Context: an optimization exercise on an open-source flow, tuned for small area, a short achievable clock period and few clock cycles per item. The choices shown serve that exercise and are no tape-out recipe.
The RTL was checked by simulation tests, not by an equivalence proof against the original design.
Power figures rest on the tool's default switching activity, not on a simulated workload.

Design dfu_top, start of the top module:
module dfu_top (
	input  logic        clk,
	input  logic        rst,
	input  logic        a_valid,
	input  logic [4:0]  a_op,
	input  logic [31:0] a_data,
	output logic        a_ready,
	input  logic        b_valid,
	input  logic [31:0] b_data,
	output logic        b_ready,
	output logic        res_valid,
	output logic [31:0] res_data,
	input  logic        res_ready
);
	logic             tok_valid;
	dfu_pkg::alu_op_t tok_op;
	dfu_pkg::word_t   tok_a;
	logic [15:0]      tok_one;
	logic [15:0]      tok_two;
	logic [15:0]      tok_neg;
	logic             tok_inv;
	logic             tok_ready;
	logic             down_full;
	dfu_pkg::word_t   alu_s;
	dfu_pkg::word_t   alu_c;
	logic             alu_ci;
	dfu_pkg::word_t   mul_s;
	dfu_pkg::word_t   mul_c;
	logic             use_mul;
	logic             use_rsh;
	dfu_pkg::word_t   in_s;
	dfu_pkg::word_t   in_c;
	operand_join join0 (
		.clk       (clk),
		.rst       (rst),
		.a_valid   (a_valid),
		.a_op      (a_op),
		.a_data    (a_data),
		.b_valid   (b_valid),
		.b_data    (b_data),
		.a_ready   (a_ready),
		.b_ready   (b_ready),
		.tok_valid (tok_valid),
		.tok_op    (tok_op),
		.tok_a     (tok_a),
		.tok_one   (tok_one),
		.tok_two   (tok_two),
		.tok_neg   (tok_neg),
		.tok_inv   (tok_inv),
		.down_full (down_full),
		.res_ready (res_ready)
	);
	int_alu alu0 (
		.tok_op  (tok_op),
		.tok_a   (tok_a),
		.tok_one (tok_one),
		.tok_neg (tok_neg),
		.alu_s   (alu_s),
		.alu_c   (alu_c),
		.alu_ci  (alu_ci)
	);
	mul_pipe mul0 (
		.x     (tok_a),
		.b_one (tok_one),
		.b_two (tok_two),
		.b_neg (tok_neg),
		.s     (mul_s),
		.c     (mul_c)
	);
	assign use_mul = (tok_op == dfu_pkg::OP_MUL) | (tok_op == dfu_pkg::OP_SHL);
  ...
Size in the first run: about 190 flip-flops, roughly 25000 um^2 of cells after synthesis.
export LEC_CHECK = 0
export CAP_MARGIN = 20
export CORE_MARGIN = 2
export CORE_UTILIZATION = 40
export SETUP_SLACK_MARGIN = 5.0
export SLEW_MARGIN = 20
export SYNTH_HIERARCHICAL = 1
export DONT_USE_CELLS = sky130_fd_sc_hd__fa_1 sky130_fd_sc_hd__fa_2 sky130_fd_sc_hd__fa_4 sky130_fd_sc_hd__ha_1 sky130_fd_sc_hd__ha_2 sky130_fd_sc_hd__ha_4
create_clock -name core_clock -period 9.0 [get_ports {clk}]
standard.sh (not shown) runs the stock make flow with config.mk's settings and CLKGATE_MAP_FILE= SYNTH_SCRIPT=/design/flow/synth_recipe.tcl, a recipe that flattens the netlist after the stock synthesis.
==> flow/flow/run.sh <==
#!/bin/bash
# The standard layout, with the full and half adder cells kept out of
# synthesis: the reduction tree is mapped to plain gates, which are faster.
set -euo pipefail
cat >> config.mk <<'EOC'
export DONT_USE_CELLS = sky130_fd_sc_hd__fa_1 sky130_fd_sc_hd__fa_2 sky130_fd_sc_hd__fa_4 sky130_fd_sc_hd__ha_1 sky130_fd_sc_hd__ha_2 sky130_fd_sc_hd__ha_4
EOC
bash standard.sh finish > standard.log 2>&1
Testbench counts at the start, summed over its fixed seeds: cycles 18,336, items 16,000.
==> next run, changes <==
==> flow/flow/run.sh (replaced) <==
#!/bin/bash
# The standard layout, with two changes to how it is made:
# - the full and half adder cells are kept out of synthesis, so the
#   reduction tree is mapped to plain gates, which are faster;
# - every port still gets its own buffer, but a plain buf_1 (resized
#   later by the repair steps as timing needs) instead of the larger
#   clock-delay buffer the port buffering picks by default.
set -euo pipefail
cat >> config.mk <<'EOC'
export DONT_USE_CELLS = sky130_fd_sc_hd__fa_1 sky130_fd_sc_hd__fa_2 sky130_fd_sc_hd__fa_4 sky130_fd_sc_hd__ha_1 sky130_fd_sc_hd__ha_2 sky130_fd_sc_hd__ha_4
export BUFFER_PORTS_ARGS = -buffer_cell sky130_fd_sc_hd__buf_1
EOC
bash standard.sh finish > standard.log 2>&1
BUFFER_PORTS_ARGS = -buffer_cell sky130_fd_sc_hd__buf_1   (was default)
TNS_END_PERCENT = 0   (was default)
Combinational power falls by 3.4%.
Area after synthesis does not change.
Design area goes down by 3.5%.
Non-clock buffer count fell by 1.
Worst setup slack degrades by 0.015 ns.
Die area stays the same.
Register-to-register slack loses 0.07 ns.
Sequential cell count stays the same.
Total power shrinks by 2.3%.
Hold slack improves by 0.013 ns.
Clock-buffer cell count stays the same.
==> next run, changes <==
TNS_END_PERCENT = default   (was 0)
The changed run ran to the end with no violations.
Non-clock buffer count went up by 31.
Final cell count went up by 0.84%.
Design area went up by 2.1%.
Worst hold slack is about the same.
Total power went up by 2.7%.
==> next run, changes <==
CTS_BUF_LIST = sky130_fd_sc_hd__clkbuf_4 sky130_fd_sc_hd__clkbuf_8   (was default)
What happened: Critical path depth stays the same; setup slack is about the same; area after synthesis does not change; synthesized cell count stays the same; via count went up slightly; power went down slightly; wire length went up slightly; utilization went down by 0.25 points; cell area went down slightly; sequential power hardly moves.

Another version of the RTL of dfu_top (not shown whole).
Size: about 2800 cells after synthesis, ~190 flip-flops, roughly 110 I/O pins, ~25000 um^2 of cells after synthesis.
export LEC_CHECK = 0
export CAP_MARGIN = 20
export CORE_MARGIN = 2
export CORE_UTILIZATION = 40
export SETUP_SLACK_MARGIN = 4.8
export SLEW_MARGIN = 20
export SYNTH_HIERARCHICAL = 1
export TNS_END_PERCENT = 0
export DONT_USE_CELLS = sky130_fd_sc_hd__fa_1 sky130_fd_sc_hd__fa_2 sky130_fd_sc_hd__fa_4 sky130_fd_sc_hd__ha_1 sky130_fd_sc_hd__ha_2 sky130_fd_sc_hd__ha_4
export BUFFER_PORTS_ARGS = -buffer_cell sky130_fd_sc_hd__buf_1
create_clock -name core_clock -period 9.0 [get_ports {clk}]
==> flow/flow/run.sh <==
#!/bin/bash
# The standard layout, with two changes to how it is made:
# - the full and half adder cells are kept out of synthesis, so the
#   reduction tree is mapped to plain gates, which are faster;
# - every port still gets its own buffer, but a plain buf_1 (resized
#   later by the repair steps as timing needs) instead of the larger
#   clock-delay buffer the port buffering picks by default.
set -euo pipefail
cat >> config.mk <<'EOC'
export DONT_USE_CELLS = sky130_fd_sc_hd__fa_1 sky130_fd_sc_hd__fa_2 sky130_fd_sc_hd__fa_4 sky130_fd_sc_hd__ha_1 sky130_fd_sc_hd__ha_2 sky130_fd_sc_hd__ha_4
export BUFFER_PORTS_ARGS = -buffer_cell sky130_fd_sc_hd__buf_1
EOC
bash standard.sh finish > standard.log 2>&1
Testbench counts at the start, summed over its fixed seeds: cycles 18,336, items 16,000.
Change:
- SETUP_SLACK_MARGIN: 4.8 -> 5.0
Effect:
- The changed run completed with no timing, DRC or antenna violations
- worst setup slack gets better by 35 ps
- combinational power stays flat
- clock power is about the same
- design area went up by 0.37%

==> afterwards: timing with drivers on the ports <==
Ports are ideal in the flow. The routed layouts listed here were re-timed in OpenROAD.
Step 1: set_driving_cell puts a clkbuf_16 on clk and a buf_2 on each other input, an assumption about the parent block.
Step 2 times the ports against the registers' clock, not the clock port: input delays grow and output delays shrink by t, the midpoint of the rising clock arrivals with the driver on.
a / b / c = ideal ports / drivers / drivers and shift; a / b = the first two.
run | t, ns | setup slack, ns | worst slew at a driven data input, ns
the first run of note 1 | 0.514 | 4.889 / 4.858 / 4.590 | 0.06
the second run of note 1 | 0.516 | 4.874 / 4.841 / 4.727 | 0.07
the third run of note 1 | 0.510 | 4.875 / 4.842 / 4.751 | 0.08
the fourth run of note 1 | 0.565 | 4.874 / 4.842 / 4.730 | 0.08
the first run of note 2 | 0.542 | 4.842 / 4.816 / 4.816 | 0.04
the second run of note 2 | 0.544 | 4.877 / 4.844 / 4.844 | 0.04
After both steps setup and hold are still met in every run listed. The setup slack of the first run of note 1, which loses most, moves by -0.031 ns with the drivers and by -0.299 ns with both steps.
